Context: an optimization exercise on an open-source flow, tuned for small area, a short achievable clock period and few clock cycles per item. The choices shown serve that exercise and are no tape-out recipe.
Function was checked by simulation only, so behaviour that the tests miss may differ from the original.

## JK
Design mult_unit_top, start of the top module:
module mult_unit_top (
    input  logic        clock,
    input  logic        reset,
    input  logic        issue_valid,
    output logic        issue_ready,
    input  logic [31:0] issue_source_1,
    input  logic [31:0] issue_source_2,
    input  logic [1:0]  issue_func,
    input  logic [5:0]  issue_dest_tag,
    input  logic [3:0]  issue_branch_mask,
    output logic        cdb_valid,
    input  logic        cdb_ready,
    output logic [31:0] cdb_result,
    output logic [5:0]  cdb_dest_tag,
    output logic [3:0]  cdb_branch_mask,
    input  logic [3:0]  squash_mask,
    input  logic [3:0]  clear_mask
);
For scale: roughly 2900 cells after synthesis, roughly 190 flip-flops, ~130 I/O pins, about 30000 sq um of cells after synthesis.
clock: 10.0 ns
lec_check: 0
abc_clock_period_in_ps: 4500
cap_margin: 20
core_margin: 2
core_utilization: 65
place_density: 0.78
setup_slack_margin: 5.0
slew_margin: 20
run.sh (not shown) runs the stock make flow with config.mk's settings and CLKGATE_MAP_FILE= SYNTH_SCRIPT=/design/flow/synth_recipe.tcl, a recipe that flattens the netlist after the stock synthesis.
Testbench counts of JK, summed over its fixed seeds: cycles 2,064, items 2,048.
Changes in MS relative to JK:
- changing CORE_UTILIZATION from 65 to 40
- removing PLACE_DENSITY (formerly 0.78)
==> flow/flow/run.sh (new file) <==
#!/bin/bash
set -o pipefail
bash standard.sh SETUP_SLACK_MARGIN=5.8 finish > flow.log 2>&1
==> flow/standard.sh (new file) <==
#!/bin/bash
# synth_recipe.tcl (not shown) runs the flow's synth.tcl, then flattens the netlist and writes it again
# the make line also repeats each setting of config.mk as NAME=value (left out here)
make -C /OpenROAD-flow-scripts/flow DESIGN_CONFIG=/design/flow/config.mk WORK_HOME=/design/flow/orfs CLKGATE_MAP_FILE= SYNTH_SCRIPT=/design/flow/synth_recipe.tcl "${@:-finish}"
removed: flow/run.sh
Notes after the runs:
- MS: number of non-clock buffers in the layout higher than JK
- The final reports for MS and JK show sequential share of layout area lower in the former.
- Diff JK -> MS | worst hold slack | increase of 19 ps
- Remaining design rule violation count: JK vs MS identical
- Placement row count, MS vs JK: up by more than a quarter
- Vias per cell in MS is 0.90 lower than in JK
- MS vs. JK: non-filler instance count after layout rose 488; horizontal die dimension rose by 27%; clock insertion delay at the later pin of the skew report stayed essentially flat.
### MS -> AL
==> flow/run.sh (new file) <==
#!/bin/bash
# synth_recipe.tcl (not shown) runs the flow's synth.tcl, then flattens the netlist and writes it again
# the make line also repeats each setting of config.mk as NAME=value (left out here)
make -C /OpenROAD-flow-scripts/flow DESIGN_CONFIG=/design/flow/config.mk WORK_HOME=/design/flow/orfs CLKGATE_MAP_FILE= SYNTH_SCRIPT=/design/flow/synth_recipe.tcl finish
removed: flow/flow/run.sh
removed: flow/standard.sh
- Diff MS -> AL | worst hold margin | decrease of 4.7 ps
- Per the final summary, AL finished and its layout is clean on timing, DRC and antenna.
- From MS to AL the numbers moved as follows: multi-input logic cell count closely matched the old numbers, area fraction of clock buffers and clock inverters closely matched the old numbers, depth of the most critical reg-to-reg path increased by 2 relative to the old numbers, number of buffers added by the clock tree synthesis step closely matched the old numbers, maximum single-stage delay on the critical path closely matched the old numbers.
- [AL vs MS] global-route usage: lower in AL
- Worst setup path endpoint = cdb_result[31]: AL; worst setup path endpoint = cdb_result[28]: MS
- Taking MS as the reference, in AL filler-free cell count of the finished design has decreased; later-pin clock latency in the skew report has remained practically unchanged.

========
## try-willow
mult_unit_top, a different RTL version from the one above (not shown whole).
Size: roughly 3100 cells after synthesis, about 130 I/O pins, roughly 32000 um^2 of cells after synthesis.
Settings: LEC_CHECK=0, ABC_CLOCK_PERIOD_IN_PS=4500, CAP_MARGIN=20, CORE_MARGIN=2, CORE_UTILIZATION=65, PLACE_DENSITY=0.78, SETUP_SLACK_MARGIN=5.0, SLEW_MARGIN=20; clock period 10.0 ns.
standard.sh (not shown) runs the stock make flow with config.mk's settings and CLKGATE_MAP_FILE= SYNTH_SCRIPT=/design/flow/synth_recipe.tcl, a recipe that flattens the netlist after the stock synthesis.
==> flow/flow/run.sh <==
#!/bin/bash
set -o pipefail
bash standard.sh SETUP_SLACK_MARGIN=5.25 "BUFFER_PORTS_ARGS=-buffer_cell sky130_fd_sc_hd__buf_2" finish > flow.log 2>&1
Testbench counts of try-willow, summed over its fixed seeds: cycles 2,072, items 2,048.
Changes in try-maple relative to try-willow:
# try-willow
export LEC_CHECK = 0
export ABC_CLOCK_PERIOD_IN_PS = 4500
export CAP_MARGIN = 20
export CORE_MARGIN = 2
export CORE_UTILIZATION = 65
export PLACE_DENSITY = 0.78
export SETUP_SLACK_MARGIN = 5.0
export SLEW_MARGIN = 20
create_clock -name core_clock -period 10.0 [get_ports {clock}]
# try-maple
export LEC_CHECK = 0
export ABC_CLOCK_PERIOD_IN_PS = 4500
export CAP_MARGIN = 20
export CORE_MARGIN = 2
export CORE_UTILIZATION = 70
export PLACE_DENSITY = 0.8
export SETUP_SLACK_MARGIN = 5.0
export SLEW_MARGIN = 20
create_clock -name core_clock -period 10.0 [get_ports {clock}]
Results
Between try-willow and try-maple, the difference in fraction of final layout cells with drive strength greater than 1 is negligible.
NOTE x dimension of the die try-willow->try-maple decreased by a few percent
try-maple reports a higher length of routed wiring on met1 than try-willow does.

## static timing again, ports no longer ideal
The results above use ideal ports. As a check the final layouts listed here were re-extracted and re-timed, cells and wires unchanged.
Step 1 assumes that a clkbuf_16 drives the clock port and a buf_2 every other input.
Step 2 adds t to the input delays and takes it off the output delays; t is the mean of the earliest and latest rising clock arrival at the registers after step 1. Input paths then give back, and output paths get back, about the clock's delay inside the block.
Slacks: ideal / step 1 / step 2; pairs: ideal / step 1.
| run | shift t [ns] | slack for setup (ns) | worst setup path after step 2 | worst register clock-pin slew, ns | worst slew at a driven data input, ns |
|---|---|---|---|---|---|
| JK | 0.565 | 4.811 / 4.754 / 4.853 | register to register | 0.09 / 0.09 | 0.06 |
| MS | 0.574 | 4.715 / 4.648 / 5.111 | register to register | 0.09 / 0.09 | 0.06 |
| AL | 0.578 | 4.793 / 4.727 / 4.990 | register to register | 0.08 / 0.08 | 0.06 |
| try-willow | 0.626 | 5.227 / 5.192 / 4.854 | input to register | 0.07 / 0.07 | 0.05 |
| try-maple | 0.632 | 5.132 / 5.093 / 4.982 | input to register | 0.07 / 0.07 | 0.05 |
After both steps every run listed still meets setup and hold. The setup slack of try-willow, which loses most, moves by -0.035 ns with the drivers and by -0.373 ns with both steps.
